This design comes from an exercise in tuning for small area, a short achievable clock period and few clock cycles per item on the open sky130 flow, not from production work.
The RTL was checked by simulation tests, not by an equivalence proof against the original design.
Power and IR drop assume default switching activity.

File: design/flow/design.v
`timescale 1ns / 1ps
`default_nettype none
package sse_pkg;
    localparam int DATA_W = 32;
    typedef struct packed {
        logic signed [DATA_W-1:0] value;
        logic                     is_last;
    } sse_in_t;
    typedef struct packed {
        logic signed [DATA_W-1:0] sorted_value;
        logic                     last_out;
        logic                     overflowed;
    } sse_out_t;
    typedef enum logic [1:0] {
        ST_LOAD,
        ST_SCAN,
        ST_DRAIN,
        ST_EMIT
    } sse_state_t;
    typedef struct packed {
        logic load;
        logic issue_rd;
        logic emit;
    } sse_cmd_t;
    typedef struct packed {
        logic scan_at_end;
        logic pass_last;
        logic out_free;
    } sse_status_t;
endpackage
`default_nettype wire
`timescale 1ns / 1ps
`default_nettype none
module sse_ctrl (
    input  wire logic                aclk,
    input  wire logic                aresetn,
    input  wire logic                s_valid,
    input  wire logic                s_is_last,
    output logic                     s_ready,
    input  wire sse_pkg::sse_status_t status,
    output sse_pkg::sse_cmd_t        cmd
);
    sse_pkg::sse_state_t state_reg;
    sse_pkg::sse_state_t state_next;
    always_ff @(posedge aclk) begin
        if (!aresetn) begin
            state_reg <= sse_pkg::ST_LOAD;
        end else begin
            state_reg <= state_next;
        end
    end
    always_comb begin
        state_next   = state_reg;
        cmd          = '0;
        s_ready      = 1'b0;
        case (state_reg)
            sse_pkg::ST_LOAD: begin
                s_ready  = 1'b1;
                cmd.load = s_valid;
                if (s_valid && s_is_last) begin
                    state_next = sse_pkg::ST_SCAN;
                end
            end
            sse_pkg::ST_SCAN: begin
                cmd.issue_rd = 1'b1;
                if (status.scan_at_end) begin
                    state_next = sse_pkg::ST_DRAIN;
                end
            end
            sse_pkg::ST_DRAIN: begin
                state_next = sse_pkg::ST_EMIT;
            end
            sse_pkg::ST_EMIT: begin
                if (status.out_free) begin
                    cmd.emit = 1'b1;
                    if (status.pass_last) begin
                        state_next = sse_pkg::ST_LOAD;
                    end else begin
                        state_next = sse_pkg::ST_SCAN;
                    end
                end
            end
            default: begin
                state_next = sse_pkg::ST_LOAD;
            end
        endcase
    end
endmodule
`default_nettype wire
`timescale 1ns / 1ps
`default_nettype none
module sse_datapath #(
    parameter int DEPTH = 32
) (
    input  wire logic                 aclk,
    input  wire logic                 aresetn,
    input  wire sse_pkg::sse_in_t     s_data,
    input  wire sse_pkg::sse_cmd_t    cmd,
    output sse_pkg::sse_status_t      status,
    output logic                      m_valid,
    input  wire logic                 m_ready,
    output sse_pkg::sse_out_t         m_data
);
    localparam int IDX_W = $clog2(DEPTH);
    localparam int CNT_W = $clog2(DEPTH + 1);
    logic [sse_pkg::DATA_W-1:0] mem [DEPTH];
    logic [CNT_W-1:0] count_reg, count_next;
    logic             ovf_reg, ovf_next;
    logic [IDX_W-1:0] pass_reg, pass_next;
    logic [IDX_W-1:0] scan_reg, scan_next;
    logic [IDX_W-1:0] last_idx;
    logic                              rd_vld_reg;
    logic [IDX_W-1:0]                  rd_tag_reg;
    logic signed [sse_pkg::DATA_W-1:0] rd_data_reg;
    logic signed [sse_pkg::DATA_W-1:0] min_val_reg;
    logic [IDX_W-1:0]                  min_idx_reg;
    logic [sse_pkg::DATA_W-1:0]        first_val_reg;
    logic                 m_valid_reg, m_valid_next;
    sse_pkg::sse_out_t    m_word_reg;
    logic                       wr_en;
    logic [IDX_W-1:0]           wr_addr;
    logic [sse_pkg::DATA_W-1:0] wr_data;
    logic                       room;
    assign room     = (count_reg < CNT_W'(DEPTH));
    assign last_idx = IDX_W'(count_reg - CNT_W'(1));
    assign status.scan_at_end = (scan_reg == last_idx);
    assign status.pass_last   = (pass_reg == last_idx);
    assign status.out_free    = !m_valid_reg || m_ready;
    always_comb begin
        wr_en   = 1'b0;
        wr_addr = count_reg[IDX_W-1:0];
        wr_data = s_data.value;
        if (cmd.load && room) begin
            wr_en = 1'b1;
        end else if (cmd.emit) begin
            wr_en   = 1'b1;
            wr_addr = min_idx_reg;
            wr_data = first_val_reg;
        end
    end
    always_ff @(posedge aclk) begin
        if (wr_en) begin
            mem[wr_addr] <= wr_data;
        end
        rd_data_reg <= mem[scan_reg];
        rd_tag_reg  <= scan_reg;
    end
    always_comb begin
        count_next = count_reg;
        ovf_next   = ovf_reg;
        pass_next  = pass_reg;
        scan_next  = scan_reg;
        if (cmd.load) begin
            if (room) begin
                count_next = count_reg + CNT_W'(1);
            end else begin
                ovf_next = 1'b1;
            end
        end
        if (cmd.issue_rd && !status.scan_at_end) begin
            scan_next = scan_reg + IDX_W'(1);
        end
        if (cmd.emit) begin
            if (status.pass_last) begin
                count_next = '0;
                ovf_next   = 1'b0;
                pass_next  = '0;
                scan_next  = '0;
            end else begin
                pass_next = pass_reg + IDX_W'(1);
                scan_next = pass_reg + IDX_W'(1);
            end
        end
    end
    always_comb begin
        m_valid_next = m_valid_reg;
        if (cmd.emit) begin
            m_valid_next = 1'b1;
        end else if (m_ready) begin
            m_valid_next = 1'b0;
        end
    end
    always_ff @(posedge aclk) begin
        if (!aresetn) begin
            count_reg   <= '0;
            ovf_reg     <= 1'b0;
            pass_reg    <= '0;
            scan_reg    <= '0;
            rd_vld_reg  <= 1'b0;
            m_valid_reg <= 1'b0;
        end else begin
            count_reg   <= count_next;
            ovf_reg     <= ovf_next;
            pass_reg    <= pass_next;
            scan_reg    <= scan_next;
            rd_vld_reg  <= cmd.issue_rd;
            m_valid_reg <= m_valid_next;
        end
    end
    always_ff @(posedge aclk) begin
        if (rd_vld_reg) begin
            if (rd_tag_reg == pass_reg) begin
                min_val_reg   <= rd_data_reg;
                min_idx_reg   <= rd_tag_reg;
                first_val_reg <= rd_data_reg;
            end else if (min_val_reg > rd_data_reg) begin
                min_val_reg <= rd_data_reg;
                min_idx_reg <= rd_tag_reg;
            end
        end
    end
    always_ff @(posedge aclk) begin
        if (cmd.emit) begin
            m_word_reg.sorted_value <= min_val_reg;
            m_word_reg.last_out     <= status.pass_last;
            m_word_reg.overflowed   <= ovf_reg;
        end
    end
    assign m_valid = m_valid_reg;
    assign m_data  = m_word_reg;
endmodule
`default_nettype wire
`timescale 1ns / 1ps
`default_nettype none
module selection_sort_engine_core #(
    parameter int DEPTH = 32
) (
    input  wire logic              aclk,
    input  wire logic              aresetn,
    input  wire logic              s_valid,
    output logic                   s_ready,
    input  wire sse_pkg::sse_in_t  s_data,
    output logic                   m_valid,
    input  wire logic              m_ready,
    output sse_pkg::sse_out_t      m_data
);
    sse_pkg::sse_cmd_t    cmd;
    sse_pkg::sse_status_t status;
    sse_ctrl u_ctrl (
        .aclk      (aclk),
        .aresetn   (aresetn),
        .s_valid   (s_valid),
        .s_is_last (s_data.is_last),
        .s_ready   (s_ready),
        .status    (status),
        .cmd       (cmd)
    );
    sse_datapath #(
        .DEPTH (DEPTH)
    ) u_datapath (
        .aclk    (aclk),
        .aresetn (aresetn),
        .s_data  (s_data),
        .cmd     (cmd),
        .status  (status),
        .m_valid (m_valid),
        .m_ready (m_ready),
        .m_data  (m_data)
    );
endmodule
`default_nettype wire
File: design/flow/run.sh
#!/bin/bash
# synth_recipe.tcl (not shown) runs the flow's synth.tcl, then flattens the netlist and writes it again
# the make line also repeats each setting of config.mk as NAME=value (left out here)
make -C /OpenROAD-flow-scripts/flow DESIGN_CONFIG=/design/flow/config.mk WORK_HOME=/design/flow/orfs CLKGATE_MAP_FILE= SYNTH_SCRIPT=/design/flow/synth_recipe.tcl finish
File: design/flow/config.mk
export PLATFORM = sky130hd
export DESIGN_NAME = selection_sort_engine_core
export DESIGN_NICKNAME = selection_sort_engine_core
export VERILOG_FILES = /design/flow/design.v
export SDC_FILE = /design/flow/constraint.sdc
export NUM_CORES = 4
export LEC_CHECK = 0
export CAP_MARGIN = 20
export CORE_MARGIN = 2
export CORE_UTILIZATION = 40
export SLEW_MARGIN = 20
File: design/flow/constraint.sdc
create_clock -name core_clock -period 4.5 [get_ports {aclk}]
set_input_delay 0.9000 -clock core_clock [delete_from_list [all_inputs] [get_ports {aclk}]]
set_output_delay 0.9000 -clock core_clock [all_outputs]
set_load 0.01 [all_outputs]
==> results.txt <==
==> worst paths after layout <==
check,start,endpoint
min reg2reg,u_datapath.min_val_reg[17],u_datapath.m_word_reg[19]
min,u_datapath.min_val_reg[17],u_datapath.m_word_reg[19]
max reg2reg,u_datapath.rd_data_reg[28],u_datapath.min_val_reg[27]
max,u_datapath.rd_data_reg[28],u_datapath.min_val_reg[27]
==> metrics by stage <==
| stage | hold slack, ps | cell area, um^2 | TNS, ps | setup slack, ps | total power, mW |
|---|---|---|---|---|---|
| final | 456 | 52800 | 0 | 1200 | 28.8 |
| after CTS | 457 | 52800 | 0 | 1140 | 29.1 |
| after floorplan | 326 | 45400 | -218250 | -632 | 17.1 |
| after detailed placement | 439 | 48800 | 0 | 687 | 19.2 |
| after global placement | 435 | 48800 | 0 | 663 | 19.1 |
| after global routing | 472 | 52800 | 0 | 1100 | 29.9 |
==> cell type report <==
cell class                      instances  area [um^2]
Sequential cell                      1185        35000
Multi-Input combinational cell        641        10100
Clock buffer                          155         3180
Fill cell                            8993        59700
Timing Repair Buffer                  159         1710
Clock inverter                         59          747
Inverter                               43          161
Tap cell                             1500         1880
==> cell families (layout without fill, tap and decap cells) <==
kind of cell,count (synthesis),after routing
buf+inv,135,416
simple gates,125,125
fa+ha+maj,40,40
compound gates,60,60
mux,388,388
flops,1185,1185
xor+xnor,28,28
==> Yosys cell counts (2+ instances only) <==
cell type and number:
a211oi_1 3, a21oi_1 22, a221oi_1 2, a22oi_1 2
a31oi_1 9, a41oi_1 2, and3_1 2, buf_1 14
buf_2 31, buf_6 5, clkbuf_1 41, dfxtp_1 58
edfxtp_1 1127, ha_1 40, inv_1 43, mux2_2 65
mux2i_1 3, mux4_2 320, nand2_1 23, nand2b_1 2
nand3_1 10, nand4_1 10, nor2_1 28, nor2b_1 2
nor3_1 36, nor3b_1 4, o211ai_1 4, o21ai_0 5
or3_1 2, xnor2_1 16, xnor3_1 2, xor2_1 9
==> power groups by stage <==
stage	clock network [mW]	registers (mW)	logic, mW
CTS	10.2	13.5	5.42
global placement	0	13.7	5.32
detailed placement	0	13.8	5.40
floorplan	0	13.4	3.70
finish	9.98	13.5	5.34
global route	10.6	13.6	5.74
==> per-layer routing <==
layer	part of all wire (%)	up-vias
met5	0.012	-
met4	1.9	2
met3	7.3	147
met2	48	736
met1	43	11300
li1	-	8670
==> worst max-delay path, delay by kind of cell, from the launching register on <==
family / cells / cell delay, ps
adder cells (fa/ha/maj): 1 / 280
buffers and inverters: 2 / 490
AND/OR/NAND/NOR: 4 / 950
AO/OA/AOI/OAI: 2 / 560
flip-flops: 1 / 610
==> reports/metrics.sh <==
TRITONCTS='yes'
MOST-COMMON-LAYOUT-CELLS='edfxtp_1 (1,127), mux4_2 (320), clkbuf_16 (120)'
CRIT_PATH_CELL_TRACE='inv_1 > ha_1 > nand4_1 > nor3_1 > a22oi_1 > o211ai_1 > or3b_2 > nand3_2 > buf_4'
STATUS='finished clean'
SWSHARE_PCT=25.9
DR_TOTAL_VIAS=20900
CTS_MAX_LEVEL=3
DIE_X_UM=341
POSTCTSSETUPBUFFERS=0
NUM-NETS-FINAL=2224
INITIAL_UTILIZATION_PCT=40.3
CELL_INTERNAL_PWR_mW=21.4
DRC=0
CRITPATHCAPTURETYPE='flop'
CRITPATHREQUIREDTIME_PS=4820
P_CLK_SHARE_PCT=34.6
VIAS_PER_CELL=5.57
CTS-ROOT-TO-SINK-BUFFERS=3
LARGEST_REGISTER_FF_COUNT=1024
YOSYSWARNINGCOUNT=2
SEQPWRFRAC_PCT=46.9
BUFFER_PORTS.INSERTED=72
FIN_CRIT_PS=3300
PLACEMENTROWS=123
SWITCHING_POWER_mW=7.46
WORST_PATH_LARGEST_CELL_DELAY_PS=610
TIMING.CRITICAL_PATH.FROM_TYPE='flop'
GRT_USE_MET2_PCT=29.1
SYNTH_TOP_FLOP_CELL='edfxtp_1'
NUMBER_OF_ANTENNA_VIOLATIONS_AT_THE_FIRST_CHECK_IN_GLOBAL_ROUTING=6
FMAX_GHz=0.303
SYNTHMUXAREASHARE_PCT=17.6
LAYOUT.CORE_UTILIZATION_PCT=46.9
PLACE.DETAILED.INSTANCES=3528
SYNTH_COMPOUND_GATE_AREA_SHARE_PCT=0.858
SYNTH.LIB_CELLS_USED.DISTINCT=51
SLEW_VIOL_FINAL=0
GRT_FIRST_PASS_WIRELENGTH_UM=154000
STATIC-LEAKAGE-POWER_nW=16.3
FINAL_ANTENNA_NET_COUNT=0
POSTCTSHOLDBUFS=0
TIMING.MAX_CAP.VIOLATIONS=0
SYN_NETS=2038
SYNTH_TOP_FAMILY_BY_AREA='multiplexers'
CLOCK_TREE.ROOT_CELL='clkbuf_16'
REG2REG_SETUP_SLACK_PS=1200
POWER_PER_CELL_AREA_mW_PER_MM2=547
GR_LAYER_USAGE_MET1_PCT=26.5
WORST-ENDPOINT-ARRIVAL_PS=3620
ROUTABILITYCONGESTION=0.780
TRITONCTS_NUM_SINKS=1185
RR_WORST_DEPTH=9
N_ANTENNA_CELL=0
SYNTH_ASYNC_SR_FLOP_SHARE_PCT=0
YOSYS-TOP-CELLS-AREA='edfxtp_1 (75%), mux4_2 (16%), dfxtp_1 (2.6%)'
VDD.IR_DROP.WORST_mV=0.318
SYNTHESIS.AREA_MM2=0.0453
WORST_HOLD_CHECK_PATH_TYPE='reg -> reg'
LAYOUT_WORST_PATH_CYCLE_SHARE_PCT=73.3
DIE_HEIGHT_UM=341
SHARE_OF_SYNTHESIZED_AREA_OCCUPIED_BY_FLIP_FLOPS_AND_LATCHES_PCT=77.2
GRT.BUSIEST_LAYER='met2'
SYNTH_ADDER_AREA_SHARE_PCT=1.10
FP.COREAREA_MM2=0.112
MAXSLEWHEADROOM_PCT=33.0
SYNTH_XOR_AREA_SHARE_PCT=0.635
WORSTSKEWPAIRLATENCY_PS=690
WL_PER_CELL_UM=28.4
CLKTRANSATPATHREGS_PS=60
DIE_AREA_MM2=0.116
WORST_SETUP_PATH_CLASS='reg -> reg'
GROUTE.USAGE.OVERALL_PCT=18.4
POSTSYNTHCELLCOUNT=1961
STDCELL_COUNT=3742
DPL.HPWL_UM=60500
DRT-PASS1-ITER-COUNT=5
COMB_POWER_SHARE_PCT=18.5
DR.FIRST_ITER.DRC_COUNT=2279
AVERAGE_FOOTPRINT_OF_A_SYNTHESIZED_CELL_UM2=23.1
SETUP_VIOL=0
GLOBALROUTEMET3UTIL_PCT=3.86
HOLDPATHSTAGES=0
VIA_COUNT_OF_THE_FIRST_GLOBAL_ROUTING_PASS=21500
FLOORPLAN.IO_PINS=73
NETLIST.AREA_LEADER.SHARE_PCT=74.6
LAYOUT_COMMONEST_CELL='edfxtp_1'
GRT_START_MAX_NET_PINS=69
FINAL.SETUP_SKEW_PS=21.9
HOLD_VIOL=0
YOSYS.AREA.TOP_TYPE='edfxtp_1'
CTS_INSERTED_BUFFERS=117
WORST_PATH_MAX_DELAY_CELL='dfxtp_1'
GLOBAL_ROUTE.OVERFLOW_TOTAL=0
AREA_DELTA_SYNTH_FINAL_PCT=16.3
SYNTH_ENABLE_FLOP_CELLS=1127
RSZ0062_AT_GRT='no'
POST_CTS_RESIZE_COUNT=0
DRIVE_ABOVE_1_SHARE_PCT=30.6
WIRE_LENGTH_REPORTED_BY_THE_DETAILED_ROUTER_UM=106000
WORST_SLEW_PIN_SLEW_PS=1000
CRITICAL_PATH.MAX_FANOUT=25
YS_FF_LATCH=1185
POST_SYNTH_AND_OR_NAND_NOR_AREA_FRACTION_PCT=1.34
Testbench counts, summed over its fixed seeds: cycles 54,132, items 3,794.

==> re-timing with driven ports <==
No port has a modelled driver above. Below, the same layout with a new extraction and two added sets of constraints.
Step 1 (the two cells are an assumption about what drives the block):
set clk [get_ports {aclk}]
set_driving_cell -lib_cell sky130_fd_sc_hd__clkbuf_16 $clk
set_driving_cell -lib_cell sky130_fd_sc_hd__buf_2 [delete_from_list [all_inputs] $clk]
Step 2 adds t to the input delays and takes it off the output delays; t is the mean of the earliest and latest rising clock arrival at the registers after step 1. Input paths then give back, and output paths get back, about the clock's delay inside the block.
Slacks: ideal ports / drivers / drivers and shift; pairs: ideal ports / drivers.
shift t [ns]: 0.750
slack for setup (ns): 1.203 / 1.203 / 0.606
worst hold slack (ns): 0.456 / 0.456 / 0.456
cell pins on the clock port's net: 1
After both steps setup and hold are still met in this run. The setup slack of this run moves by 0.000 ns with the drivers and by -0.597 ns with both steps.
